This is an optimization exercise on Yosys and OpenROAD, whose aim is small area, a short achievable clock period and few clock cycles per item, not a production implementation.
At most, simulation tests tie the RTL to the original design; equivalence was not proved.
For run 1, only the layout was checked, not whether the RTL still works.
Power figures rest on the tool's default switching activity, not on a simulated workload.

[design/flow/config.mk]
export PLATFORM = sky130hd
export DESIGN_NAME = trickle_interval_timer_unit
export DESIGN_NICKNAME = trickle_interval_timer_unit
export VERILOG_FILES = /design/flow/design.v
export SDC_FILE = /design/flow/constraint.sdc
export NUM_CORES = 4
export LEC_CHECK = 0
export CAP_MARGIN = 20
export CORE_MARGIN = 2
export CORE_UTILIZATION = 40
export CTS_BUF_LIST = sky130_fd_sc_hd__clkbuf_8
export PLACE_DENSITY = 0.6
export SLEW_MARGIN = 20
[design/flow/constraint.sdc]
create_clock -name core_clock -period 22.0 [get_ports {i_clk}]
set_input_delay 4.4000 -clock core_clock [delete_from_list [all_inputs] [get_ports {i_clk}]]
set_output_delay 4.4000 -clock core_clock [all_outputs]
set_load 0.01 [all_outputs]
[design/flow/design.v]
`default_nettype none
package trk_tmr_pkg;
    localparam int unsigned EXP_W     = 5;
    localparam int unsigned CNT_W     = 8;
    localparam int unsigned TICK_W    = 22;
    localparam int unsigned HALF_W    = TICK_W - 1;
    localparam int unsigned RAND_W    = 16;
    localparam int unsigned CFG_IDX_W = 2;
    localparam int unsigned CFG_DAT_W = 8;
    localparam int unsigned MAX_EXP_DEF          = 24;
    localparam int unsigned TICKS_PER_SECOND_DEF = 128;
    localparam int unsigned MS_PER_SEC           = 1000;
    localparam int unsigned RAND_TOP             = (1 << RAND_W) - 1;
    localparam logic [TICK_W-1:0] TICK_MAX  = {TICK_W{1'b1}};
    localparam logic [CNT_W-1:0]  COUNT_MAX = {CNT_W{1'b1}};
    localparam logic [EXP_W-1:0] MIN_EXP_RST    = 5'd12;
    localparam logic [EXP_W-1:0] DOUBLINGS_RST  = 5'd8;
    localparam logic [CNT_W-1:0] REDUNDANCY_RST = 8'd10;
    typedef enum logic [1:0] {
        OP_TICK  = 2'd0,
        OP_HEARD = 2'd1,
        OP_RESET = 2'd2,
        OP_START = 2'd3
    } t_op;
    typedef enum logic [2:0] {
        EV_NONE     = 3'd0,
        EV_TRANSMIT = 3'd1,
        EV_SUPPRESS = 3'd2,
        EV_POSTPONE = 3'd3,
        EV_NEW_INTV = 3'd4
    } t_event;
    typedef enum logic [CFG_IDX_W-1:0] {
        CFG_MIN_EXP    = 2'd0,
        CFG_DOUBLINGS  = 2'd1,
        CFG_REDUNDANCY = 2'd2
    } t_cfg_idx;
    typedef struct packed {
        t_op               op;
        logic [RAND_W-1:0] rand_word;
        logic              addr_ready;
    } t_in_item;
    typedef struct packed {
        t_event            event_res;
        logic [EXP_W-1:0]  interval_exp;
        logic [CNT_W-1:0]  consistent_count;
    } t_out_item;
    typedef logic [(1 << EXP_W)-1:0][TICK_W-1:0] t_tick_tbl;
    function automatic t_tick_tbl ticks_table(input int unsigned tps);
        logic [(1 << EXP_W)*TICK_W-1:0] tbl;
        logic [63:0] t;
        for (int e = 0; e < (1 << EXP_W); e++) begin
            t = ((64'd1 << e) * 64'(tps)) / MS_PER_SEC;
            if (t > 64'(TICK_MAX)) begin
                t = 64'(TICK_MAX);
            end
            tbl[e*TICK_W +: TICK_W] = t[TICK_W-1:0];
        end
        ticks_table = tbl;
    endfunction
    function automatic logic [TICK_W-1:0] add22(input logic [TICK_W-1:0] a,
                                                input logic [TICK_W-1:0] b,
                                                input logic              ci);
        logic [TICK_W-1:0] p, g, pp, gg;
        p  = a ^ b;
        g  = a & b;
        pp = p;
        gg = g;
        gg[0] = g[0] | (p[0] & ci);
        for (int i = 1; i <= 5; i++) begin
            for (int j = (1 << i) - 1; j < TICK_W; j = j + (1 << i)) begin
                gg[j] = gg[j] | (pp[j] & gg[j - (1 << (i - 1))]);
                pp[j] = pp[j] & pp[j - (1 << (i - 1))];
            end
        end
        for (int i = 5; i > 0; i--) begin
            for (int j = (1 << i) + (1 << (i - 1)) - 1; j < TICK_W; j = j + (1 << i)) begin
                gg[j] = gg[j] | (pp[j] & gg[j - (1 << (i - 1))]);
                pp[j] = pp[j] & pp[j - (1 << (i - 1))];
            end
        end
        add22 = p ^ {gg[TICK_W-2:0], ci};
    endfunction
    function automatic logic [CNT_W-1:0] inc8(input logic [CNT_W-1:0] x);
        logic c;
        c = 1'b1;
        for (int i = 0; i < CNT_W; i++) begin
            inc8[i] = x[i] ^ c;
            c       = c & x[i];
        end
    endfunction
    function automatic logic [EXP_W-1:0] inc5(input logic [EXP_W-1:0] x);
        logic c;
        c = 1'b1;
        for (int i = 0; i < EXP_W; i++) begin
            inc5[i] = x[i] ^ c;
            c       = c & x[i];
        end
    endfunction
    function automatic logic lt8(input logic [CNT_W-1:0] a, input logic [CNT_W-1:0] b);
        logic l;
        l = 1'b0;
        for (int i = 0; i < CNT_W; i++) begin
            l = (~a[i] & b[i]) | (~(a[i] ^ b[i]) & l);
        end
        lt8 = l;
    endfunction
    function automatic logic lt5(input logic [EXP_W-1:0] a, input logic [EXP_W-1:0] b);
        logic l;
        l = 1'b0;
        for (int i = 0; i < EXP_W; i++) begin
            l = (~a[i] & b[i]) | (~(a[i] ^ b[i]) & l);
        end
        lt5 = l;
    endfunction
    function automatic logic lt6(input logic [5:0] a, input logic [5:0] b);
        logic l;
        l = 1'b0;
        for (int i = 0; i < 6; i++) begin
            l = (~a[i] & b[i]) | (~(a[i] ^ b[i]) & l);
        end
        lt6 = l;
    endfunction
    function automatic logic [6:0] sub7(input logic [6:0] a, input logic [6:0] b);
        logic w;
        w = 1'b0;
        for (int i = 0; i < 7; i++) begin
            sub7[i] = a[i] ^ b[i] ^ w;
            w       = (~a[i] & (b[i] | w)) | (b[i] & w);
        end
    endfunction
    function automatic logic [5:0] add5(input logic [4:0] a, input logic [4:0] b);
        logic c;
        c = 1'b0;
        for (int i = 0; i < 5; i++) begin
            add5[i] = a[i] ^ b[i] ^ c;
            c       = (a[i] & b[i]) | (c & (a[i] ^ b[i]));
        end
        add5[5] = c;
    endfunction
endpackage
`default_nettype wire
`default_nettype none
module trickle_interval_timer_unit #(
    parameter int unsigned TICKS_PER_SECOND = trk_tmr_pkg::TICKS_PER_SECOND_DEF,
    parameter int unsigned MAX_EXP          = trk_tmr_pkg::MAX_EXP_DEF
) (
    input  wire                                  i_clk,
    input  wire                                  i_rst_n,
    input  wire                                  i_in_valid,
    output logic                                 o_in_ready,
    input  wire [18:0]                           i_in,
    output logic                                 o_out_valid,
    input  wire                                  i_out_ready,
    output logic [15:0]                          o_out,
    input  wire                                  i_cfg_valid,
    output logic                                 o_cfg_ready,
    input  wire [trk_tmr_pkg::CFG_IDX_W-1:0]     i_cfg_index,
    input  wire [trk_tmr_pkg::CFG_DAT_W-1:0]     i_cfg_data
);
    localparam int unsigned EXP_W  = trk_tmr_pkg::EXP_W;
    localparam int unsigned CNT_W  = trk_tmr_pkg::CNT_W;
    localparam int unsigned TICK_W = trk_tmr_pkg::TICK_W;
    localparam logic [EXP_W-1:0]  MAX_EXP_V  = EXP_W'(MAX_EXP);
    localparam logic [TICK_W-1:0] POSTPONE_T = TICK_W'(TICKS_PER_SECOND);
    localparam logic [(1 << EXP_W)*TICK_W-1:0] TICK_TBL =
        trk_tmr_pkg::ticks_table(TICKS_PER_SECOND);
    localparam logic [TICK_W-1:0] T_TOP      = TICK_TBL[24*TICK_W +: TICK_W];
    logic [EXP_W-1:0] r_min_exp;
    logic [EXP_W-1:0] r_doublings;
    logic [CNT_W-1:0] r_redundancy;
    logic [EXP_W-1:0]  r_exp;
    logic [CNT_W-1:0]  r_heard;
    logic [2:0]        r_event;
    logic              r_fire_pending;
    logic              r_running;
    logic              r_addr_ok;
    logic [TICK_W-1:0] r_ticks;
    logic [TICK_W-1:0] r_b;
    logic              r_busy;
    logic [4:0]        r_step;
    logic              r_in_ready;
    logic              r_out_valid;
    logic              r_m_valid;
    logic [18:0]       r_m;
    logic              r_s_valid;
    logic [18:0]       r_s;
    assign o_cfg_ready = 1'b1;
    assign o_in_ready  = r_in_ready;
    assign o_out_valid = r_out_valid;
    assign o_out       = {r_event, r_exp, r_heard};
    logic in_xfer, proc, m_load;
    assign in_xfer = i_in_valid && r_in_ready;
    assign proc    = r_m_valid && !r_busy && (!r_out_valid || i_out_ready);
    assign m_load  = proc || !r_m_valid;
    logic [1:0]  op;
    logic [15:0] rnd;
    logic        rdy;
    assign op  = r_m[18:17];
    assign rnd = r_m[16:1];
    assign rdy = r_m[0];
    logic [EXP_W-1:0] eff_min, exp_up;
    always_comb begin
        eff_min = trk_tmr_pkg::lt5(MAX_EXP_V, r_min_exp) ? MAX_EXP_V : r_min_exp;
        exp_up  = trk_tmr_pkg::lt5(r_exp, exp_ceil) ? trk_tmr_pkg::inc5(r_exp) : r_exp;
    end
    logic [TICK_W-1:0] h_big;
    logic              t_lsb;
    logic [46:0] c_exp;
    always_comb begin
        c_exp = {25'd0, T_TOP} << r_exp;
        h_big = c_exp[46:25];
        t_lsb = c_exp[24];
    end
    logic fold_c;
    assign fold_c = (&r_b[15:6]) && !trk_tmr_pkg::lt6(r_b[21:16], ~r_b[5:0]);
    logic [TICK_W-1:0] add_y, add_s;
    logic              add_ci;
    always_comb begin
        add_y  = {TICK_W{1'b1}};
        add_ci = 1'b0;
        if (r_busy) begin
            if (!r_step[4]) begin
                add_y = r_b[0] ? h_big : '0;
            end else if (r_step == 5'd16) begin
                add_y = {6'd0, r_b[15:0]};
            end else if (r_step == 5'd17) begin
                add_y  = {16'd0, r_b[21:16]};
                add_ci = fold_c;
            end else if (r_step == 5'd18) begin
                add_y = h_big;
            end else begin
                add_y = ~{h_big[TICK_W-2:0], t_lsb};
            end
        end
        add_s = trk_tmr_pkg::add22(r_ticks, add_y, add_ci);
    end
    logic [EXP_W-1:0]  n_exp;
    logic [CNT_W-1:0]  n_heard;
    logic [2:0]        n_event;
    logic              n_fire_pending, n_running, n_addr_ok;
    logic [TICK_W-1:0] n_ticks;
    logic              do_begin;
    logic [EXP_W-1:0]  begin_exp;
    always_comb begin
        n_exp          = r_exp;
        n_heard        = r_heard;
        n_event        = trk_tmr_pkg::EV_NONE;
        n_fire_pending = r_fire_pending;
        n_running      = r_running;
        n_addr_ok      = r_addr_ok;
        n_ticks        = r_ticks;
        do_begin       = 1'b0;
        begin_exp      = eff_min;
        case (op)
            trk_tmr_pkg::OP_TICK: begin
                if (r_running) begin
                    if (r_ticks[TICK_W-1:1] != '0) begin
                        n_ticks = add_s;
                    end else if (!r_addr_ok && !rdy) begin
                        n_ticks = POSTPONE_T;
                        n_event = trk_tmr_pkg::EV_POSTPONE;
                    end else begin
                        n_addr_ok = 1'b1;
                        if (r_fire_pending) begin
                            n_event = trk_tmr_pkg::lt8(r_heard, r_redundancy) ?
                                      trk_tmr_pkg::EV_TRANSMIT : trk_tmr_pkg::EV_SUPPRESS;
                            n_fire_pending = 1'b0;
                            n_ticks = r_b;
                        end else begin
                            begin_exp = exp_up;
                            do_begin  = 1'b1;
                        end
                    end
                end
            end
            trk_tmr_pkg::OP_HEARD: begin
                if (r_heard != trk_tmr_pkg::COUNT_MAX) begin
                    n_heard = trk_tmr_pkg::inc8(r_heard);
                end
            end
            trk_tmr_pkg::OP_RESET: begin
                if (trk_tmr_pkg::lt5(eff_min, r_exp)) begin
                    do_begin = 1'b1;
                end
            end
            default: begin
                do_begin = 1'b1;
            end
        endcase
        if (do_begin) begin
            n_exp          = begin_exp;
            n_heard        = '0;
            n_event        = trk_tmr_pkg::EV_NEW_INTV;
            n_fire_pending = 1'b1;
            n_running      = 1'b1;
        end
    end
    logic       r_all1;
    logic [6:0] fire_s, tail_s, t_small;
    logic [46:0] c_begin;
    assign r_all1 = &rnd;
    always_comb begin
        c_begin = {25'd0, T_TOP} << begin_exp;
        t_small = c_begin[30:24];
        case (begin_exp)
            5'd4:    fire_s = r_all1 ? 7'd2  : 7'd1;
            5'd5:    fire_s = r_all1 ? 7'd4  : {5'd0, 1'b1, rnd[15]};
            5'd6:    fire_s = r_all1 ? 7'd8  : {4'd0, 1'b1, rnd[15:14]};
            5'd7:    fire_s = r_all1 ? 7'd16 : {3'd0, 1'b1, rnd[15:13]};
            5'd8:    fire_s = r_all1 ? 7'd32 : {2'd0, 1'b1, rnd[15:12]};
            5'd9:    fire_s = r_all1 ? 7'd64 : {1'd0, 1'b1, rnd[15:11]};
            default: fire_s = 7'd0;
        endcase
        tail_s = trk_tmr_pkg::sub7(t_small, fire_s);
    end
    logic begin_slow;
    assign begin_slow = begin_exp[4] || (begin_exp[3] && (begin_exp[2] || begin_exp[1]));
    always_ff @(posedge i_clk) begin
        if (!i_rst_n) begin
            r_min_exp    <= trk_tmr_pkg::MIN_EXP_RST;
            r_doublings  <= trk_tmr_pkg::DOUBLINGS_RST;
            r_redundancy <= trk_tmr_pkg::REDUNDANCY_RST;
        end else if (i_cfg_valid) begin
            case (i_cfg_index)
                trk_tmr_pkg::CFG_MIN_EXP:    r_min_exp    <= i_cfg_data[EXP_W-1:0];
                trk_tmr_pkg::CFG_DOUBLINGS:  r_doublings  <= i_cfg_data[EXP_W-1:0];
                trk_tmr_pkg::CFG_REDUNDANCY: r_redundancy <= i_cfg_data[CNT_W-1:0];
                default: begin
                end
            endcase
        end
    end
    logic [EXP_W:0]   ceil_sum;
    logic [EXP_W-1:0] exp_ceil;
    assign ceil_sum = trk_tmr_pkg::add5(r_min_exp, r_doublings);
    assign exp_ceil = trk_tmr_pkg::lt5(MAX_EXP_V, ceil_sum[EXP_W-1:0]) || ceil_sum[EXP_W] ?
                      MAX_EXP_V : ceil_sum[EXP_W-1:0];
    always_ff @(posedge i_clk) begin
        if (!i_rst_n) begin
            r_exp          <= '0;
            r_heard        <= '0;
            r_fire_pending <= 1'b0;
            r_running      <= 1'b0;
            r_addr_ok      <= 1'b0;
            r_busy         <= 1'b0;
        end else if (r_busy) begin
            if (r_step == 5'd19) begin
                r_busy <= 1'b0;
            end
        end else if (proc) begin
            r_exp          <= n_exp;
            r_heard        <= n_heard;
            r_fire_pending <= n_fire_pending;
            r_running      <= n_running;
            r_addr_ok      <= n_addr_ok;
            r_busy         <= do_begin && begin_slow;
        end
    end
    always_ff @(posedge i_clk) begin
        if (r_busy) begin
            if (!r_step[4]) begin
                r_ticks <= {1'b0, add_s[TICK_W-1:1]};
                r_b     <= {6'd0, add_s[0], r_b[15:1]};
            end else if (r_step == 5'd16) begin
                r_b     <= add_s;
            end else if (r_step == 5'd19) begin
                r_b     <= ~add_s;
            end else begin
                r_ticks <= add_s;
            end
        end else if (proc) begin
            r_event <= n_event;
            if (do_begin) begin
                if (begin_slow) begin
                    r_ticks <= '0;
                    r_b     <= {6'd0, rnd};
                end else begin
                    r_ticks <= {15'd0, fire_s};
                    r_b     <= {15'd0, tail_s};
                end
            end else begin
                r_ticks <= n_ticks;
            end
        end
    end
    always_ff @(posedge i_clk) begin
        r_step <= r_busy ? trk_tmr_pkg::inc5(r_step) : 5'd0;
    end
    logic s_valid_n, busy_n;
    assign s_valid_n = !m_load && (r_s_valid || in_xfer);
    assign busy_n    = r_busy ? (r_step != 5'd19) : (proc && do_begin && begin_slow);
    always_ff @(posedge i_clk) begin
        if (!i_rst_n) begin
            r_out_valid <= 1'b0;
            r_m_valid   <= 1'b0;
            r_s_valid   <= 1'b0;
            r_in_ready  <= 1'b1;
        end else begin
            if (proc) begin
                r_out_valid <= 1'b1;
            end else if (i_out_ready) begin
                r_out_valid <= 1'b0;
            end
            if (m_load) begin
                r_m_valid <= r_s_valid || in_xfer;
                r_s_valid <= 1'b0;
            end else if (in_xfer) begin
                r_s_valid <= 1'b1;
            end
            r_in_ready <= !s_valid_n && !busy_n;
        end
    end
    always_ff @(posedge i_clk) begin
        if (m_load) begin
            r_m <= r_s_valid ? r_s : i_in;
        end
        if (in_xfer) begin
            r_s <= i_in;
        end
    end
endmodule
`default_nettype wire
[design/flow/flow/run.sh]
#!/bin/bash
# The standard layout (standard.sh: its synthesis, floorplan, placement,
# CTS and routing, with the design's SDC), with two knobs changed:
#  * timing repair keeps a setup margin, so the achieved period is pushed
#    below the design's clock period;
#  * the port buffers are plain buffers instead of the resizer's pick.
# All of make's output goes to make_finish.log in the work folder.
set -euo pipefail
MARGIN=$(awk -v p="$FLOW_PERIOD_NS" 'BEGIN { printf "%.2f", p - 5.6 }')
bash standard.sh "SETUP_SLACK_MARGIN=$MARGIN" \
    "BUFFER_PORTS_ARGS=-buffer_cell sky130_fd_sc_hd__buf_1" finish > make_finish.log 2>&1
[design/flow/standard.sh]
#!/bin/bash
# synth_recipe.tcl (not shown) runs the flow's synth.tcl, then flattens the netlist and writes it again
# the make line also repeats each setting of config.mk as NAME=value (left out here)
make -C /OpenROAD-flow-scripts/flow DESIGN_CONFIG=/design/flow/config.mk WORK_HOME=/design/flow/orfs CLKGATE_MAP_FILE= SYNTH_SCRIPT=/design/flow/synth_recipe.tcl "${@:-finish}"
==> results of run 1 <==
## worst paths after layout
path | start | endpoint | slack (ps) | depth (start not counted)
min reg2reg | r_step[0] | r_step[0] | 480 | 1
max reg2reg | r_min_exp[0] | r_b[5] | 15210 | 33
min | r_step[0] | r_step[0] | 480 | 1
max | r_min_exp[0] | r_b[5] | 15210 | 33
## flip-flops by register name (all words and copies together) (netlist names)
name / flops
r_m: 19
r_min_exp: 5
r_doublings: 5
r_exp: 5
r_busy: 1
r_fire_pending: 1
r_redundancy: 8
r_running: 1
r_s_valid: 1
r_out_valid: 1
r_m_valid: 1
r_event: 3
r_heard: 8
r_s: 19
r_in_ready: 1
r_step: 5
r_b: 22
r_addr_ok: 1
r_ticks: 22
## metal layers
metal	global-route usage (%)	vias up	share of wire, %
met1	33.67	4341	46
met4	7.965	0	2.7
met2	34.89	379	44
met5	0	-	0
met3	4.418	51	7.1
li1	-	4309	-
## critical path, delay by kind of cell (launching register included)
kind,cells,cell delay [ps]
and+or+nand+nor,8,1050
adders and majority gates,13,3850
DFF,1,340
buffers and inverters,6,390
AOI/OAI and AO/OA,5,710
muxes,1,290
## cell usage in the layout, fill, tap and decap left out, types with 19 or more instances in the layout
cell      instances
a21oi_1          59
mux2_2           24
nand3_1          33
o211ai_1         23
edfxtp_1         85
nor2_1           82
xnor2_1          19
nor3_1           21
nand2_1         120
ha_1             52
o21ai_0          67
inv_1            39
dfxtp_1          35
mux2i_1          33
buf_1            49
buf_4            65
## layout make-up
type                            count  area, um2
Timing Repair Buffer              125      857.1
Tap cell                          324      405.4
Clock buffer                       17      234.0
Sequential cell                   129       3455
Multi-Input combinational cell    876       6680
Fill cell                        2329      12390
Inverter                           53      215.2
Clock inverter                     15      150.1
## through the flow
step	cell area, um2	hold WS [ps]	utilization [%]	power, mW
after floorplan	10230	431.6	-	0.4428
after global placement	10590	439.9	43.43	0.4885
after detailed placement	10590	463.2	43.43	0.4895
after CTS	11540	478.0	47.30	0.7109
after global routing	12000	500.9	49.18	0.7598
final	12000	480.6	49.18	0.7238
## power by group through the flow
stage / Combinational (mW) / Clock, mW / Sequential, mW
6_report: 0.214 / 0.208 / 0.302
5_1_grt: 0.236 / 0.220 / 0.304
4_1_cts: 0.198 / 0.211 / 0.302
3_5_place_dp: 0.182 / 0 / 0.307
3_3_place_gp: 0.181 / 0 / 0.307
2_1_floorplan: 0.143 / 0 / 0.299
## what timing repair did
action                                  CTS  global route
gates cloned                              3             1
resized for setup                        68            48
pin swaps                                25            33
setup buffers                            29            29
endpoints found under the setup margin   54            30
endpoints found under the hold margin     0             0
## cell usage after synthesis (all sizes together), types with 21 or more instances
| cell | count |
|---|---|
| nor3 | 22 |
| mux2i | 36 |
| nor2 | 88 |
| ha | 64 |
| edfxtp | 85 |
| nand2 | 128 |
| dfxtp | 44 |
| nand3 | 36 |
| xnor2 | 27 |
| clkbuf | 59 |
| mux2 | 24 |
| fa | 21 |
| inv | 51 |
| a21oi | 73 |
| o21ai | 80 |
| o211ai | 23 |
## cell families (layout without fill, tap and decap cells)
family,Yosys count,after routing
compound gates,333,334
fa+ha+maj,85,85
mux,60,60
other cells,1,1
flops,129,129
buf+inv,128,210
xor+xnor,34,34
simple gates,361,362
==> flow_summary_export.csv, run 1 <==
group,metric,value,unit
status,outcome,"finished clean",
sta,fmax,147.2,MHz
place,dp_hpwl,20.73,mm
floorplanning,core_region_area,24390,um2
synthesis,async_flop_share,0,%
pwr,worst_ir_drop_vdd,0.03707,mV
pwr,power_frac_seq,41.8,%
sta,fin_ws,15210,ps
clock_network,cts_sinks,129,
detailed_routing,ant_nets,0,
synthesis,yosys-top-cells-area,"edfxtp_1 26%, dfxtp_1 8.8%, ha_1 8.0%, nand2_1 4.8%, fa_1 4.2%",
final_layout,instances_no_fill,1539,
sta,slew_headroom,34.86,%
synthesis,synth_compound_area_share,22.20,%
grt,grt_usage,23.29,%
detailed_routing,drc,0,
place,place_ws,14910,ps
synthesis,synth_ff_type,"edfxtp_1",
sta,min_period_over_period,30.88,%
sta,final-hold-violation-count,0,
clock_network,hold_buffers,0,
clock_network,clk_pin_slew_worst_paths,90,ps
worst_setup_path,cp_max_fo,5,
place,gp_congestion,0.8857,
hold_path,min_path_type,"flip-flop to flip-flop",
grt,grt_max_degree,60,
pwr,sw_frac_of_total,34.98,%
synthesis,ys_types,76,
grt,grt_pass1_vias,8433,
sta,skew,16.47,ps
final_layout,n_antenna_cell,0,
synthesis,yosysTopAreaCell,"edfxtp_1",
flow_run,maxCapViolations,0,
worst_setup_path,criticalPathCategory,"flip-flop to flip-flop",
synthesis,yosysSeqAreaShare,34.35,%
worst_setup_path,path_common_cell,"fa_2",
pwr,power_frac_clock,28.7,%
grt,grt_overflow,0,
worst_setup_path,required,22340,ps
synthesis,avgSynthCellArea,8.837,um2
synthesis,synth-simple-area-share,16.80,%
synthesis,synth_edf_count,85,
worst_setup_path,max_stage_delay,430,ps
synthesis,synth_fp_nets,1250,
synthesis,synthCells,1131,
synthesis,synth_top_cell_area_share,25.54,%
worst_setup_path,arrival,7140,ps
floorplanning,die_w,162.1,um
sta,maxSlewViolCount,0,
floorplanning,io_pins,53,
clock_network,cts_htree_levels,4,
synthesis,synth_seq_cells,129,
final_layout,drive_above_1_share,21.73,%
detailed_routing,wire_per_inst,19.91,um
pwr,leakage,4.485,nW
clock_network,cts_root_buffer,"clkbuf_8",
sta,timing.setup.tns,0,ps
floorplanning,start_util,40.98,%
place,place_inst,1445,
detailed_routing,via_per_inst,5.900,
sta,min_period,6794,ps
grt,grt_first_pass_wirelength,47.84,mm
clock_network,clock_latency,470,ps
worst_setup_path,crit_path_start_kind,"flip-flop",
pwr,p_int,0.4706,mW
detailed_routing,first_iter_violations,833,
synthesis,yosys.area_share.xor_xnor,2.979,%
place,port_buffers,51,
synthesis,synthMuxAreaShare,6.309,%
worst_setup_path,end_kind,"flip-flop",
detailed_routing,drt_first_pass_iters,5,
clock_network,cts_tree,"done",
clock_network,numCtsBuffers,17,
synthesis,yosys_warnings,1,
detailed_routing,routed_wl,30.64,mm
detailed_routing,via_count,9080,
floorplanning,die_y,162.1,um
grt,antenna_found_initial,0,
floorplanning,die-area,26270,um2
clock_network,clk_path_buf_depth,2,
pwr,switchingPower,0.2532,mW
pwr,pwr-share-comb,29.6,%
sta,rsz0062_at_grt,"true",
sta,tightestPinTransition,973.5,ps
final_layout,area.growth.synth_to_final,20.03,%
synthesis,synthAdderAreaFrac,12.22,%
synthesis,synth_top_family_by_area,"compound AO/OA/AOI/OAI gates",
pwr,p_per_area,60.33,nW/um2
sta,setup_violations,0,
final_layout,finalNetCount,1321,
worst_setup_path,crit_slowest_cell,"fa_1",
floorplanning,fp-row-count,57,
synthesis,syn_area,9995,um2
==> inputs of run 2 (changes only) <==
--- a/design/flow/design.v
+++ b/design/flow/design.v
@@ -169,4 +169,5 @@
     logic [EXP_W-1:0] r_doublings;
     logic [CNT_W-1:0] r_redundancy;
+    logic [EXP_W-1:0] r_ceil;
     logic [EXP_W-1:0]  r_exp;
     logic [CNT_W-1:0]  r_heard;
@@ -202,5 +203,5 @@
     always_comb begin
         eff_min = trk_tmr_pkg::lt5(MAX_EXP_V, r_min_exp) ? MAX_EXP_V : r_min_exp;
-        exp_up  = trk_tmr_pkg::lt5(r_exp, exp_ceil) ? trk_tmr_pkg::inc5(r_exp) : r_exp;
+        exp_up  = trk_tmr_pkg::lt5(r_exp, r_ceil) ? trk_tmr_pkg::inc5(r_exp) : r_exp;
     end
     logic [TICK_W-1:0] h_big;
@@ -331,9 +332,10 @@
         end
     end
-    logic [EXP_W:0]   ceil_sum;
-    logic [EXP_W-1:0] exp_ceil;
+    logic [EXP_W:0] ceil_sum;
     assign ceil_sum = trk_tmr_pkg::add5(r_min_exp, r_doublings);
-    assign exp_ceil = trk_tmr_pkg::lt5(MAX_EXP_V, ceil_sum[EXP_W-1:0]) || ceil_sum[EXP_W] ?
-                      MAX_EXP_V : ceil_sum[EXP_W-1:0];
+    always_ff @(posedge i_clk) begin
+        r_ceil <= trk_tmr_pkg::lt5(MAX_EXP_V, ceil_sum[EXP_W-1:0]) || ceil_sum[EXP_W] ?
+                  MAX_EXP_V : ceil_sum[EXP_W-1:0];
+    end
     always_ff @(posedge i_clk) begin
         if (!i_rst_n) begin
==> design/flow/run.sh (new file) <==
#!/bin/bash
# synth_recipe.tcl (not shown) runs the flow's synth.tcl, then flattens the netlist and writes it again
# the make line also repeats each setting of config.mk as NAME=value (left out here)
make -C /OpenROAD-flow-scripts/flow DESIGN_CONFIG=/design/flow/config.mk WORK_HOME=/design/flow/orfs CLKGATE_MAP_FILE= SYNTH_SCRIPT=/design/flow/synth_recipe.tcl finish
--- a/design/flow/config.mk
+++ b/design/flow/config.mk
@@ -8,6 +8,7 @@
 export CAP_MARGIN = 20
 export CORE_MARGIN = 2
-export CORE_UTILIZATION = 40
+export CORE_UTILIZATION = 50
 export CTS_BUF_LIST = sky130_fd_sc_hd__clkbuf_8
-export PLACE_DENSITY = 0.6
+export PLACE_DENSITY = 0.65
+export SETUP_SLACK_MARGIN = 5
 export SLEW_MARGIN = 20
removed: design/flow/flow/run.sh
removed: design/flow/standard.sh
==> run 2 against run 1 <==
- global-route usage rose by 1.1 points
- setup slack improved by 260 ps
- cell count fell by 8.8%
- final area fell by 7.9%
- critical endpoint unchanged
- clock skew barely moved
- first-iteration DRC count rose by 4.1%
==> flow_summary_export.csv, run 2 <==
group,metric,value,unit
status,outcome,"finished clean",
synthesis,yosys.area_share.xor_xnor,2.953,%
hold_path,min_from,"r_running",
clock_network,cts_sinks,134,
detailed_routing,via_per_inst,6.074,
sta,fmax,153.2,MHz
detailed_routing,ant_nets,0,
pwr,switchingPower,0.2244,mW
synthesis,synth_top_family_by_area,"compound AO/OA/AOI/OAI gates",
place,dp_hpwl,19.28,mm
clock_network,cts_setup_buffers,0,
flow_run,maxCapViolations,0,
sta,setup_violations,0,
hold_path,hold_end,"r_running",
clock_network,cts_root_buffer,"clkbuf_8",
hold_path,hold_path_depth,1,
floorplanning,die_y,146.0,um
final_layout,instances_no_fill,1403,
synthesis,synth-simple-area-share,16.94,%
detailed_routing,via_count,8522,
sta,maxSlewViolCount,0,
sta,min_period,6529,ps
clock_network,hold_buffers,0,
synthesis,yosys_warnings,1,
final_layout,mostFrequentLayoutCell,"nand2_1",
floorplanning,start_util,51.31,%
synthesis,ys_top_cells_by_count,"151 x nand2_1, 89 x o21ai_0, 85 x edfxtp_1",
grt,grt_first_pass_wirelength,41.67,mm
sta,rsz0062_at_grt,"false",
synthesis,yosysTopAreaCell,"edfxtp_1",
clock_network,clock_latency,460,ps
worst_setup_path,cp_max_fo,42,
synthesis,synthMuxAreaShare,6.948,%
sta,slew_headroom,30.42,%
pwr,pwr-share-comb,25.8,%
synthesis,syn_area,10080,um2
detailed_routing,routed_wl,26.26,mm
final_layout,fill_cells,1836,
pwr,p_int,0.4452,mW
final_layout,mostFrequentLayoutCells,"151 x nand2_1, 88 x o21ai_0, 85 x edfxtp_1, 64 x ha_1, 57 x nor2_1",
synthesis,ys_types,76,
pwr,worst_ir_drop_vdd,0.06118,mV
worst_setup_path,timing.rr.end,"r_b[5]",
clock_network,clk_path_buf_depth,2,
final_layout,top_regs,"r_b x22, r_ticks x22",
final_layout,finalNetCount,1245,
worst_setup_path,r2r_slack,15470,ps
worst_setup_path,required,22300,ps
synthesis,async_flop_share,0,%
sta,tightestPinTransition,1041,ps
synthesis,yosysSeqAreaShare,35.04,%
clock_network,ctsResizeCount,0,
clock_network,cts_tree,"done",
pwr,total_power,0.6696,mW
synthesis,yosys.cell_count.top_type,"nand2_1",
detailed_routing,drc,0,
floorplanning,die-area,21320,um2
synthesis,avgSynthCellArea,8.988,um2
floorplanning,fp-row-count,51,
place,place_inst,1372,
worst_setup_path,arrival,6830,ps
sta,min_period_over_period,29.68,%
pwr,leakage,4.155,nW
sta,skew,16.72,ps
synthesis,synthCells,1122,
clock_network,numCtsBuffers,17,
floorplanning,die_w,146.0,um
hold_path,min_path_type,"flip-flop to flip-flop",
pwr,power_frac_seq,46.6,%
worst_setup_path,r2r-start,"r_exp[2]",
worst_setup_path,crit_path_start_kind,"flip-flop",
synthesis,synth_fp_nets,1241,
final_layout,n_antenna_cell,0,
detailed_routing,first_iter_violations,867,
worst_setup_path,reg2regPathDepth,25,
detailed_routing,wire_per_inst,18.72,um
clock_network,clk_pin_slew_worst_paths,80,ps
synthesis,synth_edf_count,85,
final_layout,final_cell_area,11040,um2
grt,grt_max_degree,64,
sta,timing.setup.tns,0,ps
final_layout,area.growth.synth_to_final,9.504,%
grt,grt_usage,24.39,%
floorplanning,io_pins,53,
synthesis,synth_ff_type,"edfxtp_1",
synthesis,synth_compound_area_share,21.23,%
place,port_buffers,51,
synthesis,synth_seq_cells,134,
synthesis,yosys-top-cells-area,"edfxtp_1 25%, dfxtp_1 9.7%, ha_1 7.9%, nand2_1 5.6%, o21ai_0 4.4%",
final_layout,utilization,56.19,%
clock_network,cts_htree_levels,4,
worst_setup_path,end_kind,"flip-flop",
place,gp_congestion,0.9195,
place,placed_cell_area,10700,um2
grt,antenna_found_initial,0,
grt,grt_pass1_vias,7737,
detailed_routing,drt_first_pass_iters,6,
grt,grt_overflow,0,
floorplanning,core_region_area,19650,um2
sta,final-hold-violation-count,0,
worst_setup_path,criticalPathCategory,"flip-flop to flip-flop",
pwr,power_frac_clock,27.7,%
final_layout,drive_above_1_share,7.821,%
synthesis,synth_top_cell_area_share,25.31,%
pwr,sw_frac_of_total,33.51,%
pwr,p_per_area,60.63,nW/um2
synthesis,synthAdderAreaFrac,12.11,%
run 2: cell types whose count changed after synthesis, moves of 8 or more:
cell / change
o21ai_0: +12
nor3_1: -8
o31ai_1: -13
a21oi_1: -13
nand2_1: +24
inv_1: -8
o21a_1: +8
nor2_1: -30
run 2: cells by family (layout without fill, tap and decap cells):
kind of cell               after synthesis  in the layout
and+or+nand+nor                        354            354
AOI/OAI and AO/OA                      326            326
DFF                                    134            134
buffers and inverters                  122            138
adders and majority gates               85             85
muxes                                   66             66
xor gates and xnor gates                34             34
other                                    1              1
run 2: per-layer routing:
| metal | share of wire, % | GRT usage, % | wire [um] |
|---|---|---|---|
| met2 | 45 | 37.78 | 11900 |
| met1 | 46 | 35.69 | 12040 |
| met3 | 7.4 | 4.281 | 1943 |
| met5 | 0 | 0 | 0 |
| met4 | 1.4 | 5.777 | 378 |
run 2: worst max-delay path by stage:
stage / from / endpoint / slack, ps / cells past startpoint
after floorplan: i_out_ready / r_ticks[0] / 15860 / 3
after global routing: r_step[4] / r_ticks[19] / 15010 / 21
after CTS: i_out_ready / r_b[8] / 15540 / 6
final: r_exp[2] / r_b[5] / 15470 / 25
after global placement: i_out_ready / r_b[13] / 15180 / 6
after detailed placement: i_out_ready / r_b[14] / 15080 / 6
run 2: metrics by stage:
stage | hold slack [ps] | setup slack (ps)
final | 464.7 | 15470
after global routing | 509.8 | 15010
after CTS | 466.7 | 15540
after global placement | 438.1 | 15180
after detailed placement | 448.6 | 15080
after floorplan | 430.7 | 15860
run 2: worst max-delay path, cell delays in order, from the launching register on:
cell and delay, ps:
dfxtp_1 310, buf_4 350, inv_1 250, ha_1 360, nand4b_1 170, a21oi_1 330
nor2_1 100, xnor2_1 150, nor2_1 50, a31oi_1 580, inv_1 240, ha_1 410
mux2i_1 250, o22ai_1 110, o21ai_0 220, ha_1 180, inv_1 50, fa_1 370
fa_1 390, fa_1 400, fa_1 360, inv_1 70, fa_1 400, inv_1 60
mux2i_1 60, o21ai_0 150
run 2: cell type report:
class,count,area [um2],share of cell area (%)
Clock buffer,17,234.0,2.119
Clock inverter,14,103.9,0.9404
Inverter,46,172.7,1.564
Multi-Input combinational cell,866,6080,55.05
Sequential cell,134,3536,32.02
Tap cell,265,331.6,3.002
Timing Repair Buffer,61,585.6,5.303
run 2: power by group through the flow:
stage / Combinational, mW / Sequential, mW / Clock [mW]
after CTS: 0.171 / 0.311 / 0.188
after global routing: 0.194 / 0.314 / 0.199
after floorplan: 0.129 / 0.309 / 0
final: 0.172 / 0.312 / 0.185
after detailed placement: 0.170 / 0.317 / 0
after global placement: 0.168 / 0.317 / 0
Testbench counts of run 2, summed over its fixed seeds: cycles 32,136, ops 32,000.
==> inputs of run 3 (changes only) <==
==> design/flow/flow/run.sh (new file) <==
#!/bin/bash
# The standard layout (standard.sh: its synthesis, floorplan, placement,
# CTS and routing, with the design's SDC), with two knobs changed:
#  * timing repair keeps a setup margin, so the achieved period is pushed
#    below the design's clock period;
#  * the port buffers are plain buffers instead of the resizer's pick;
#  * clock tree synthesis makes fewer, larger sink clusters and no dummy loads.
# All of make's output goes to make_finish.log in the work folder.
set -euo pipefail
MARGIN=$(awk -v p="$FLOW_PERIOD_NS" 'BEGIN { printf "%.2f", p - 5.7 }')
bash standard.sh "SETUP_SLACK_MARGIN=$MARGIN" \
    "BUFFER_PORTS_ARGS=-buffer_cell sky130_fd_sc_hd__buf_1" \
    "CTS_ARGS=-sink_clustering_enable -repair_clock_nets -buf_list sky130_fd_sc_hd__clkbuf_8 -sink_clustering_size 30 -sink_clustering_max_diameter 100 -dont_use_dummy_load" \
    finish > make_finish.log 2>&1
==> design/flow/standard.sh (new file) <==
#!/bin/bash
# synth_recipe.tcl (not shown) runs the flow's synth.tcl, then flattens the netlist and writes it again
# the make line also repeats each setting of config.mk as NAME=value (left out here)
make -C /OpenROAD-flow-scripts/flow DESIGN_CONFIG=/design/flow/config.mk WORK_HOME=/design/flow/orfs CLKGATE_MAP_FILE= SYNTH_SCRIPT=/design/flow/synth_recipe.tcl "${@:-finish}"
--- a/design/flow/config.mk
+++ b/design/flow/config.mk
@@ -11,4 +11,3 @@
 export CTS_BUF_LIST = sky130_fd_sc_hd__clkbuf_8
 export PLACE_DENSITY = 0.65
-export SETUP_SLACK_MARGIN = 5
 export SLEW_MARGIN = 20
removed: design/flow/run.sh
==> run 3 against run 2 <==
- still clean
- global-route usage increased by 0.080 points
- via count down 0.57%
- area after synthesis stayed put
- critical path depth decreased by 4
- count of clock-buffer cells in the layout is the same
- critical path type unchanged
- largest cell class unchanged
- highest routed layer unchanged
==> flow_summary_export.csv, run 3 <==
group,metric,value,unit
status,outcome,"finished clean",
worst_setup_path,cp_max_fo,12,
synthesis,synthAdderAreaFrac,12.11,%
final_layout,finalNetCount,1256,
place,placed_cell_area,10390,um2
sta,skew,34.43,ps
detailed_routing,drc,0,
sta,setup_violations,0,
worst_setup_path,crit_path_start_kind,"flip-flop",
final_layout,final_cell_area,10940,um2
detailed_routing,first_iter_violations,1015,
synthesis,async_flop_share,0,%
worst_setup_path,crit_buf_inv,4,
grt,grt_usage,24.47,%
synthesis,yosys.cell_count.top_type,"nand2_1",
grt,grt_pass1_vias,7575,
final_layout,drive_above_1_share,11.28,%
sta,final-hold-violation-count,0,
pwr,leakage,4.054,nW
synthesis,synth-simple-area-share,16.94,%
detailed_routing,ant_nets,0,
place,place_ws,15170,ps
synthesis,synthCells,1122,
detailed_routing,via_count,8473,
synthesis,synth_ff_type,"edfxtp_1",
grt,grt_overflow,0,
clock_network,cts_tree,"done",
floorplanning,die_w,146.0,um
floorplanning,die_y,146.0,um
sta,fin_ws,16350,ps
pwr,p_per_area,58.29,nW/um2
grt,antenna_found_initial,0,
worst_setup_path,path_common_cell,"fa_1",
sta,min_period_over_period,25.66,%
detailed_routing,via_per_inst,6.052,
place,dp_hpwl,19.33,mm
floorplanning,die-area,21320,um2
worst_setup_path,required,22270,ps
detailed_routing,wire_per_inst,18.97,um
synthesis,yosys_warnings,1,
grt,grt_first_pass_wirelength,41.97,mm
synthesis,yosysSeqAreaShare,35.04,%
synthesis,synth_compound_area_share,21.23,%
worst_setup_path,arrival,5910,ps
clock_network,clock_latency,440,ps
synthesis,yosys-top-cells-area,"edfxtp_1 25%, dfxtp_1 9.7%, ha_1 7.9%, nand2_1 5.6%, o21ai_0 4.4%",
sta,slew_headroom,31.62,%
clock_network,cts_htree_levels,4,
floorplanning,fp-row-count,51,
final_layout,area.growth.synth_to_final,8.486,%
clock_network,numCtsBuffers,17,
synthesis,yosysTopAreaCell,"edfxtp_1",
clock_network,cts_root_buffer,"clkbuf_8",
grt,grt_max_degree,95,
pwr,worst_ir_drop_vdd,0.05454,mV
synthesis,synth_seq_cells,134,
final_layout,mostFrequentLayoutCells,"146 x nand2_1, 85 x o21ai_0, 85 x edfxtp_1, 56 x nor2_1, 56 x ha_1",
synthesis,synth_top_family_by_area,"compound AO/OA/AOI/OAI gates",
worst_setup_path,max_stage_delay,490,ps
worst_setup_path,end_kind,"flip-flop",
floorplanning,start_util,51.31,%
detailed_routing,routed_wl,26.56,mm
worst_setup_path,cp_cell_sequence,"nor3_1 -> nand4_1 -> or2_4 -> o31a_2 -> inv_1 -> ha_4 -> a21o_1 -> a221oi_1 -> o22a_1 -> nor2_1 -> ha_1 -> inv_1 -> fa_1 -> fa_1 -> fa_1 -> fa_1 -> inv_1 -> fa_1 -> inv_1 -> mux2i_1 -> o21ai_0",
place,port_buffers,51,
synthesis,synth_top_cell_area_share,25.31,%
sta,rsz0062_at_grt,"true",
floorplanning,io_pins,53,
sta,tightestPinTransition,1023,ps
final_layout,n_antenna_cell,0,
worst_setup_path,critical_path.top_delay_family,"adder cells",
synthesis,syn_area,10080,um2
place,place_inst,1370,
final_layout,top_regs,"r_b x22, r_ticks x22",
clock_network,clk_pin_slew_worst_paths,70,ps
final_layout,mostFrequentLayoutCell,"nand2_1",
pwr,total_power,0.6377,mW
worst_setup_path,crit_slowest_cell,"o31a_2",
clock_network,clk_path_buf_depth,2,
hold_path,min_path_type,"flip-flop to flip-flop",
final_layout,instances_no_fill,1400,
synthesis,synthMuxAreaShare,6.948,%
synthesis,synth_fp_nets,1241,
sta,fmax,177.1,MHz
worst_setup_path,criticalPathCategory,"flip-flop to flip-flop",
synthesis,yosys.area_share.xor_xnor,2.953,%
synthesis,ys_top_cells_by_count,"151 x nand2_1, 89 x o21ai_0, 85 x edfxtp_1",
synthesis,avgSynthCellArea,8.988,um2
place,gp_congestion,0.9018,
flow_run,maxCapViolations,0,
floorplanning,core_region_area,19650,um2
synthesis,synth_edf_count,85,
detailed_routing,drt_first_pass_iters,6,
sta,maxSlewViolCount,0,
clock_network,cts_sinks,134,
synthesis,ys_types,76,
sta,min_period,5645,ps
sta,timing.setup.tns,0,ps
[run 3: cell families (layout without fill, tap and decap cells)]
kind of cell	Yosys count	after routing
AND/OR/NAND/NOR	354	354
AO/OA/AOI/OAI	326	326
flip-flops	134	134
buffers and inverters	122	135
adder cells (fa/ha/maj)	85	85
multiplexers	66	66
XOR/XNOR	34	34
other	1	1
[run 3: worst register-to-register path, cell delays in order, from the launching register on]
cell and delay [ps]:
edfxtp_1 420, nor3_1 410, nand4_1 290, or2_4 380
o31a_2 490, inv_1 210, ha_4 230, a21o_1 140
a221oi_1 50, o22a_1 270, nor2_1 110, ha_1 150
inv_1 50, fa_1 390, fa_1 390, fa_1 390
fa_1 360, inv_1 70, fa_1 410, inv_1 70
mux2i_1 60, o21ai_0 140
[run 3: area by class of cell]
| class | instances | area [um2] |
|---|---|---|
| clock buffer | 17 | 234.0 |
| fill | 1834 | 8713 |
| inverter | 46 | 178.9 |
| multi-input combinational | 866 | 6257 |
| sequential | 134 | 3548 |
| tap | 265 | 331.6 |
| timing repair buffer | 72 | 390.4 |
[run 3: per-layer routing]
metal  share of wire (%)  track usage (%)  wire [um]  vias up
li1                    -                -          -     4115
met3                 5.3            3.313       1400       20
met2                  45            37.62      12000      280
met1                  49            37.07      12920     4058
met4                0.92            4.903        244        0
met5                   0                0          0        -
[run 3: path summary, 6_finish.rpt]
kind | from | endpoint | slack (ps) | cells after the start
max | r_ticks[20] | r_b[5] | 16350 | 21
min | r_running | r_running | 460 | 1
max reg2reg | r_ticks[20] | r_b[5] | 16350 | 21
min reg2reg | r_running | r_running | 460 | 1
[run 3: through the flow]
| stage | hold slack [ps] | util, % |
|---|---|---|
| floorplan | 430.7 | - |
| global placement | 438.8 | 52.84 |
| detailed placement | 449.8 | 52.84 |
| CTS | 467.8 | 54.44 |
| global route | 495.0 | 55.67 |
| finish | 462.5 | 55.67 |
[run 3: power breakdown]
group          switching [mW]  internal (mW)  total, mW
Sequential             0.0175          0.294      0.312
Combinational           0.103         0.0719      0.175
Clock                  0.0829         0.0680      0.151
Total                   0.204          0.434      0.638
[run 3: timing repair]
item	CTS	global route
pin swaps	2	5
cloned	0	1
endpoints found under the setup margin	40	37
buffers inserted	2	10
gates resized for setup	20	38
endpoints found under the hold margin	0	0
hold buffers	0	0
==> inputs of run 4 (changes only) <==
--- a/design/flow/flow/run.sh
+++ b/design/flow/flow/run.sh
@@ -1,9 +1,10 @@
 #!/bin/bash
 # The standard layout (standard.sh: its synthesis, floorplan, placement,
-# CTS and routing, with the design's SDC), with two knobs changed:
+# CTS and routing, with the design's SDC), with three knobs changed:
 #  * timing repair keeps a setup margin, so the achieved period is pushed
 #    below the design's clock period;
 #  * the port buffers are plain buffers instead of the resizer's pick;
-#  * clock tree synthesis makes fewer, larger sink clusters and no dummy loads.
+#  * clock tree synthesis inserts no dummy loads (same buffers and clustering
+#    limits as the standard run otherwise).
 # All of make's output goes to make_finish.log in the work folder.
 set -euo pipefail
==> run 4 against run 3 <==
- clock power is essentially flat
- sequential power hardly changed
- final area unchanged
- critical path type unchanged
- highest routed layer unchanged
==> flow_summary_export.csv, run 4 <==
group,metric,value,unit
status,outcome,"finished clean",
synthesis,yosys.area_share.xor_xnor,2.953,%
detailed_routing,drt_first_pass_iters,6,
clock_network,cts_sinks,134,
place,dp_hpwl,19.33,mm
clock_network,cts_htree_levels,4,
synthesis,yosysSeqAreaShare,35.04,%
worst_setup_path,arrival,5910,ps
grt,antenna_found_initial,0,
clock_network,hold_buffers,0,
sta,tightestPinTransition,1023,ps
sta,final-hold-violation-count,0,
place,port_buffers,51,
sta,min_period_over_period,25.66,%
worst_setup_path,criticalPathCategory,"flip-flop to flip-flop",
worst_setup_path,cp_cell_sequence,"nor3_1 -> nand4_1 -> or2_4 -> o31a_2 -> inv_1 -> ha_4 -> a21o_1 -> a221oi_1 -> o22a_1 -> nor2_1 -> ha_1 -> inv_1 -> fa_1 -> fa_1 -> fa_1 -> fa_1 -> inv_1 -> fa_1 -> inv_1 -> mux2i_1 -> o21ai_0",
detailed_routing,routed_wl,26.56,mm
synthesis,ys_top_cells_by_count,"151 x nand2_1, 89 x o21ai_0, 85 x edfxtp_1",
sta,timing.setup.tns,0,ps
clock_network,cts_root_buffer,"clkbuf_8",
pwr,p_int,0.4339,mW
worst_setup_path,max_stage_delay,490,ps
worst_setup_path,cp_max_fo,12,
hold_path,min_path_type,"flip-flop to flip-flop",
grt,grt_usage,24.47,%
floorplanning,die-area,21320,um2
synthesis,yosys.cell_count.top_type,"nand2_1",
synthesis,avgSynthCellArea,8.988,um2
worst_setup_path,crit_start,"r_ticks[20]",
synthesis,synth_fp_nets,1241,
sta,skew,34.43,ps
synthesis,yosys-top-cells-area,"edfxtp_1 25%, dfxtp_1 9.7%, ha_1 7.9%, nand2_1 5.6%, o21ai_0 4.4%",
worst_setup_path,path_common_cell,"fa_1",
detailed_routing,wire_per_inst,18.97,um
final_layout,drive_above_1_share,11.28,%
sta,fmax,177.1,MHz
floorplanning,fp-row-count,51,
pwr,leakage,4.054,nW
clock_network,clk_path_buf_depth,2,
final_layout,top_regs,"r_b x22, r_ticks x22",
detailed_routing,via_count,8473,
synthesis,synth_compound_area_share,21.23,%
clock_network,clock_latency,440,ps
synthesis,yosysTopAreaCell,"edfxtp_1",
synthesis,synth_top_cell_area_share,25.31,%
grt,grt_first_pass_wirelength,41.97,mm
final_layout,n_antenna_cell,0,
sta,rsz0062_at_grt,"true",
synthesis,synthMuxAreaShare,6.948,%
worst_setup_path,end_kind,"flip-flop",
sta,min_period,5645,ps
synthesis,synthCells,1122,
synthesis,synth-simple-area-share,16.94,%
place,gp_congestion,0.9018,
detailed_routing,first_iter_violations,1015,
floorplanning,io_pins,53,
floorplanning,die_w,146.0,um
final_layout,mostFrequentLayoutCells,"146 x nand2_1, 85 x o21ai_0, 85 x edfxtp_1, 56 x nor2_1, 56 x ha_1",
worst_setup_path,r2r-start,"r_ticks[20]",
hold_path,min_from,"r_running",
grt,grt_pass1_vias,7575,
pwr,sw_frac_of_total,31.96,%
synthesis,async_flop_share,0,%
detailed_routing,drc,0,
final_layout,area.growth.synth_to_final,8.486,%
sta,maxSlewViolCount,0,
floorplanning,core_region_area,19650,um2
worst_setup_path,required,22270,ps
pwr,pwr-share-comb,27.5,%
sta,setup_violations,0,
final_layout,utilization,55.67,%
grt,grt_overflow,0,
synthesis,yosys_warnings,1,
flow_run,maxCapViolations,0,
grt,grt_max_degree,95,
synthesis,synth_edf_count,85,
pwr,worst_ir_drop_vdd,0.05454,mV
floorplanning,start_util,51.31,%
clock_network,numCtsBuffers,17,
synthesis,synth_ff_type,"edfxtp_1",
pwr,power_frac_seq,48.9,%
final_layout,mostFrequentLayoutCell,"nand2_1",
synthesis,syn_area,10080,um2
worst_setup_path,crit_slowest_cell,"o31a_2",
synthesis,synthAdderAreaFrac,12.11,%
worst_setup_path,crit_path_start_kind,"flip-flop",
pwr,total_power,0.6377,mW
pwr,p_per_area,58.29,nW/um2
floorplanning,die_y,146.0,um
pwr,power_frac_clock,23.7,%
detailed_routing,via_per_inst,6.052,
detailed_routing,ant_nets,0,
synthesis,synth_seq_cells,134,
final_layout,finalNetCount,1256,
sta,slew_headroom,31.62,%
synthesis,ys_types,76,
clock_network,clk_pin_slew_worst_paths,70,ps
clock_network,cts_tree,"done",
pwr,switchingPower,0.2038,mW
synthesis,synth_top_family_by_area,"compound AO/OA/AOI/OAI gates",
-- run 4: timing repair --
item,in CTS,in global routing
pin swaps,2,5
setup endpoints to repair,40,37
buffers inserted,2,10
gates resized for setup,20,38
cloned,0,1
-- run 4: cell families (layout without fill, tap and decap cells) --
kind of cell,count (synthesis),in the layout
XOR/XNOR,34,34
buffers and inverters,122,135
other,1,1
flip-flops,134,134
multiplexers,66,66
adder cells (fa/ha/maj),85,85
AND/OR/NAND/NOR,354,354
AO/OA/AOI/OAI,326,326
-- run 4: power groups by stage --
stage / combinational [mW] / sequential, mW / clock, mW
floorplan: 0.130 / 0.309 / 0
global route: 0.195 / 0.314 / 0.164
CTS: 0.170 / 0.311 / 0.155
global placement: 0.165 / 0.316 / 0
finish: 0.175 / 0.312 / 0.151
detailed placement: 0.166 / 0.316 / 0
-- run 4: final timing paths --
path / slack [ps] / depth (start not counted) / endpoint
min reg2reg: 460 / 1 / r_running
min: 460 / 1 / r_running
max: 16350 / 21 / r_b[5]
max reg2reg: 16350 / 21 / r_b[5]
-- run 4: final cells by class --
type                            count  area, um2
Fill cell                        1834       8713
Sequential cell                   134       3548
Inverter                           46      178.9
Tap cell                          265      331.6
Clock buffer                       17      234.0
Multi-Input combinational cell    866       6257
Timing Repair Buffer               72      390.4
-- run 4: layer usage --
layer  share of wire, %  track usage, %  up-vias
li1                   -               -     4115
met1                 49           37.07     4058
met2                 45           37.62      280
met3                5.3           3.313       20
met4               0.92           4.903        0
met5                  0               0        -
-- run 4: worst max-delay path: cells and delay by family (launching register included) --
family | cells | cell delay [ps]
compound gates | 5 | 1090
fa+ha+maj | 7 | 2320
buf+inv | 4 | 400
flops | 1 | 420
mux | 1 | 60
simple gates | 4 | 1190
-- run 4: through the flow --
step / hold WS [ps] / std cells / worst slack, ps / area [um2]
floorplan: 430.7 / 1122 / 16360 / 10100
global placement: 438.8 / 1370 / 15350 / 10390
detailed placement: 449.8 / 1370 / 15170 / 10390
CTS: 467.8 / 1389 / 16220 / 10700
global route: 495.0 / 1400 / 16170 / 10940
finish: 462.5 / 1400 / 16350 / 10940
==> inputs of run 5 (changes only) <==
--- a/design/flow/flow/run.sh
+++ b/design/flow/flow/run.sh
@@ -9,5 +9,5 @@
 # All of make's output goes to make_finish.log in the work folder.
 set -euo pipefail
-MARGIN=$(awk -v p="$FLOW_PERIOD_NS" 'BEGIN { printf "%.2f", p - 5.7 }')
+MARGIN=$(awk -v p="$FLOW_PERIOD_NS" 'BEGIN { printf "%.2f", p - 5.6 }')
 bash standard.sh "SETUP_SLACK_MARGIN=$MARGIN" \
     "BUFFER_PORTS_ARGS=-buffer_cell sky130_fd_sc_hd__buf_1" \
==> run 5 against run 4 <==
- critical path depth fell by 19
- setup slack improved by 82 ps
- total power rose by 2.3%
- area after synthesis did not move
- sequential cell count did not move
- highest routed layer unchanged
- register-to-register slack improved by 220 ps
- final area rose by 3.1%
- largest power group unchanged
- combinational power rose by 6%
- still clean
==> flow_summary_export.csv, run 5 <==
group,metric,value,unit
final_layout,mostFrequentLayoutCell,"nand2_1",
sta,min_period,5563,ps
clock_network,clock_latency,460,ps
synthesis,yosys.cell_count.top_type,"nand2_1",
pwr,p_per_area,57.80,nW/um2
flow_run,maxCapViolations,0,
clock_network,clk_path_buf_depth,2,
worst_setup_path,crit_path_start_kind,"flip-flop",
sta,timing.setup.tns,0,ps
grt,grt_usage,25.11,%
synthesis,yosys-top-cells-area,"edfxtp_1 25%, dfxtp_1 9.7%, ha_1 7.9%, nand2_1 5.6%, o21ai_0 4.4%",
floorplanning,fp-row-count,51,
place,placed_cell_area,10410,um2
pwr,power_frac_clock,23.9,%
worst_setup_path,cp_max_fo,18,
detailed_routing,via_count,8700,
synthesis,yosysTopAreaCell,"edfxtp_1",
grt,grt_max_degree,95,
synthesis,yosysSeqAreaShare,35.04,%
sta,slew_headroom,31.96,%
final_layout,mostFrequentLayoutCells,"146 x nand2_1, 85 x edfxtp_1, 82 x o21ai_0, 55 x ha_1, 54 x nor2_1",
clock_network,clk_pin_slew_worst_paths,70,ps
floorplanning,die-area,21320,um2
status,outcome,"finished clean",
synthesis,ys_types,76,
worst_setup_path,reg2regPathDepth,23,
pwr,switchingPower,0.2132,mW
pwr,leakage,4.210,nW
hold_path,hold_path_depth,1,
detailed_routing,drc,0,
pwr,total_power,0.6523,mW
place,gp_congestion,0.9257,
final_layout,top_regs,"r_b x22, r_ticks x22",
worst_setup_path,crit_path_end,"o_out[11]",
sta,rsz0062_at_grt,"true",
worst_setup_path,r2r-start,"r_exp[0]",
pwr,pwr-share-comb,28.3,%
clock_network,cts_root_buffer,"clkbuf_8",
floorplanning,die_y,146.0,um
sta,maxSlewViolCount,0,
sta,skew,31.72,ps
grt,grt_overflow,0,
final_layout,area.growth.synth_to_final,11.90,%
clock_network,cts_htree_levels,4,
synthesis,syn_area,10080,um2
synthesis,yosys_warnings,1,
synthesis,async_flop_share,0,%
final_layout,final_cell_area,11280,um2
grt,grt_first_pass_wirelength,42.68,mm
pwr,sw_frac_of_total,32.68,%
detailed_routing,first_iter_violations,769,
clock_network,cts_sinks,134,
sta,final-hold-violation-count,0,
sta,fmax,179.8,MHz
final_layout,finalNetCount,1275,
final_layout,n_antenna_cell,0,
final_layout,fill_cells,1812,
final_layout,drive_above_1_share,14.64,%
pwr,power_frac_seq,47.8,%
pwr,worst_ir_drop_vdd,0.05141,mV
synthesis,synth_ff_type,"edfxtp_1",
worst_setup_path,arrival,1160,ps
detailed_routing,drt_first_pass_iters,5,
synthesis,synth_edf_count,85,
detailed_routing,ant_nets,0,
floorplanning,die_w,146.0,um
synthesis,synth_seq_cells,134,
worst_setup_path,required,17600,ps
worst_setup_path,end_kind,"output pin",
worst_setup_path,crit_start,"r_exp[3]",
grt,antenna_found_initial,0,
detailed_routing,via_per_inst,6.131,
worst_setup_path,criticalPathCategory,"flip-flop to output pin",
detailed_routing,wire_per_inst,19.41,um
synthesis,synth_fp_nets,1241,
floorplanning,start_util,51.31,%
floorplanning,core_region_area,19650,um2
floorplanning,io_pins,53,
sta,min_period_over_period,25.29,%
grt,grt_pass1_vias,7796,
sta,setup_violations,0,
place,port_buffers,51,
worst_setup_path,timing.rr.end,"r_ticks[20]",
sta,whs,463.0,ps
clock_network,numCtsBuffers,17,
final_layout,utilization,57.42,%
hold_path,min_path_type,"flip-flop to flip-flop",
pwr,p_int,0.4391,mW
worst_setup_path,r2r_slack,16570,ps
sta,tightestPinTransition,1018,ps
detailed_routing,routed_wl,27.55,mm
clock_network,hold_buffers,0,
synthesis,synth_top_cell_area_share,25.31,%
synthesis,avgSynthCellArea,8.988,um2
synthesis,synthCells,1122,
clock_network,cts_tree,"done",
synthesis,ys_top_cells_by_count,"151 x nand2_1, 89 x o21ai_0, 85 x edfxtp_1",
place,dp_hpwl,19.40,mm
## run 5: through the flow
step / setup WS [ps] / std cells
floorplan: 16360 / 1122
global placement: 15340 / 1372
global route: 16350 / 1419
finish: 16440 / 1419
detailed placement: 15120 / 1372
CTS: 16340 / 1394
## run 5: cells by family after synthesis
group / share of synthesized area [%]
XOR/XNOR: 2.953
buffers and inverters: 4.752
other: 0.03719
flip-flops: 35.04
adder cells (fa/ha/maj): 12.11
multiplexers: 6.948
AO/OA/AOI/OAI: 21.23
AND/OR/NAND/NOR: 16.94
## run 5: metal layers
metal | share of wire [%] | GRT usage [%]
met3 | 6.7 | 4.563
met2 | 45 | 38.66
met1 | 46 | 36.24
met4 | 2.2 | 7.476
met5 | 0 | 0
## run 5: timing repair
| action | 4_1_cts | 5_1_grt |
|---|---|---|
| pin swaps | 2 | 19 |
| setup endpoints to repair | 51 | 15 |
| cloned | 1 | 1 |
| gates resized for setup | 44 | 53 |
| buffers inserted | 4 | 24 |
## run 5: how the worst min path moves through the flow
stage / start / endpoint
floorplan: r_running / r_running
global placement: r_running / r_running
detailed placement: r_running / r_running
CTS: r_running / r_running
global route: r_step[0] / r_step[0]
finish: r_running / r_running
## run 5: cell type report
class | instances | area, um2 | share of cell area (%)
multi-input combinational | 866 | 6397 | 56.69
clock buffer | 17 | 234.0 | 2.073
timing repair buffer | 91 | 581.8 | 5.156
sequential | 134 | 3552 | 31.48
tap | 265 | 331.6 | 2.938
inverter | 46 | 187.7 | 1.663
## run 5: critical path, cell delays in order (launching register included)
cell and delay [ps]:
dfxtp_2 400, buf_12 170, clkbuf_2 140
## run 5: power groups by stage
stage	clock, mW	sequential [mW]	combinational [mW]
after global placement	0	0.316	0.165
final	0.156	0.312	0.185
after floorplan	0	0.309	0.130
after global routing	0.167	0.313	0.205
after detailed placement	0	0.316	0.168
after CTS	0.156	0.311	0.173

## port drivers added, routing unchanged
No port has a modelled driver above. Below, the same layouts with a new extraction and two added sets of constraints. Step 1 assumes that a clkbuf_16 drives the clock port and a buf_2 every other input. Step 2, shift: input delay + t, output delay - t, t = (earliest + latest rising clock arrival at the registers) / 2. This alone moves slack from input paths to output paths. Slacks: no drivers / after step 1 / after step 2; pairs: no drivers / after step 1.
run | shift t [ns] | setup WS [ns] | worst hold slack (ns) | worst setup path at the end | cell pins on the clock port's net
run 1 | 0.495 | 15.206 / 15.206 / 15.206 | 0.481 / 0.481 / 0.481 | register to register | 1
run 2 | 0.488 | 15.471 / 15.471 / 15.067 | 0.465 / 0.465 / 0.465 | input to register | 1
run 3 | 0.467 | 16.355 / 16.348 / 15.908 | 0.463 / 0.463 / 0.463 | input to register | 1
run 4 | 0.467 | 16.355 / 16.348 / 15.908 | 0.463 / 0.463 / 0.463 | input to register | 1
run 5 | 0.490 | 16.437 / 16.395 / 15.999 | 0.463 / 0.463 / 0.463 | input to register | 1
After both steps every run listed still meets setup and hold.
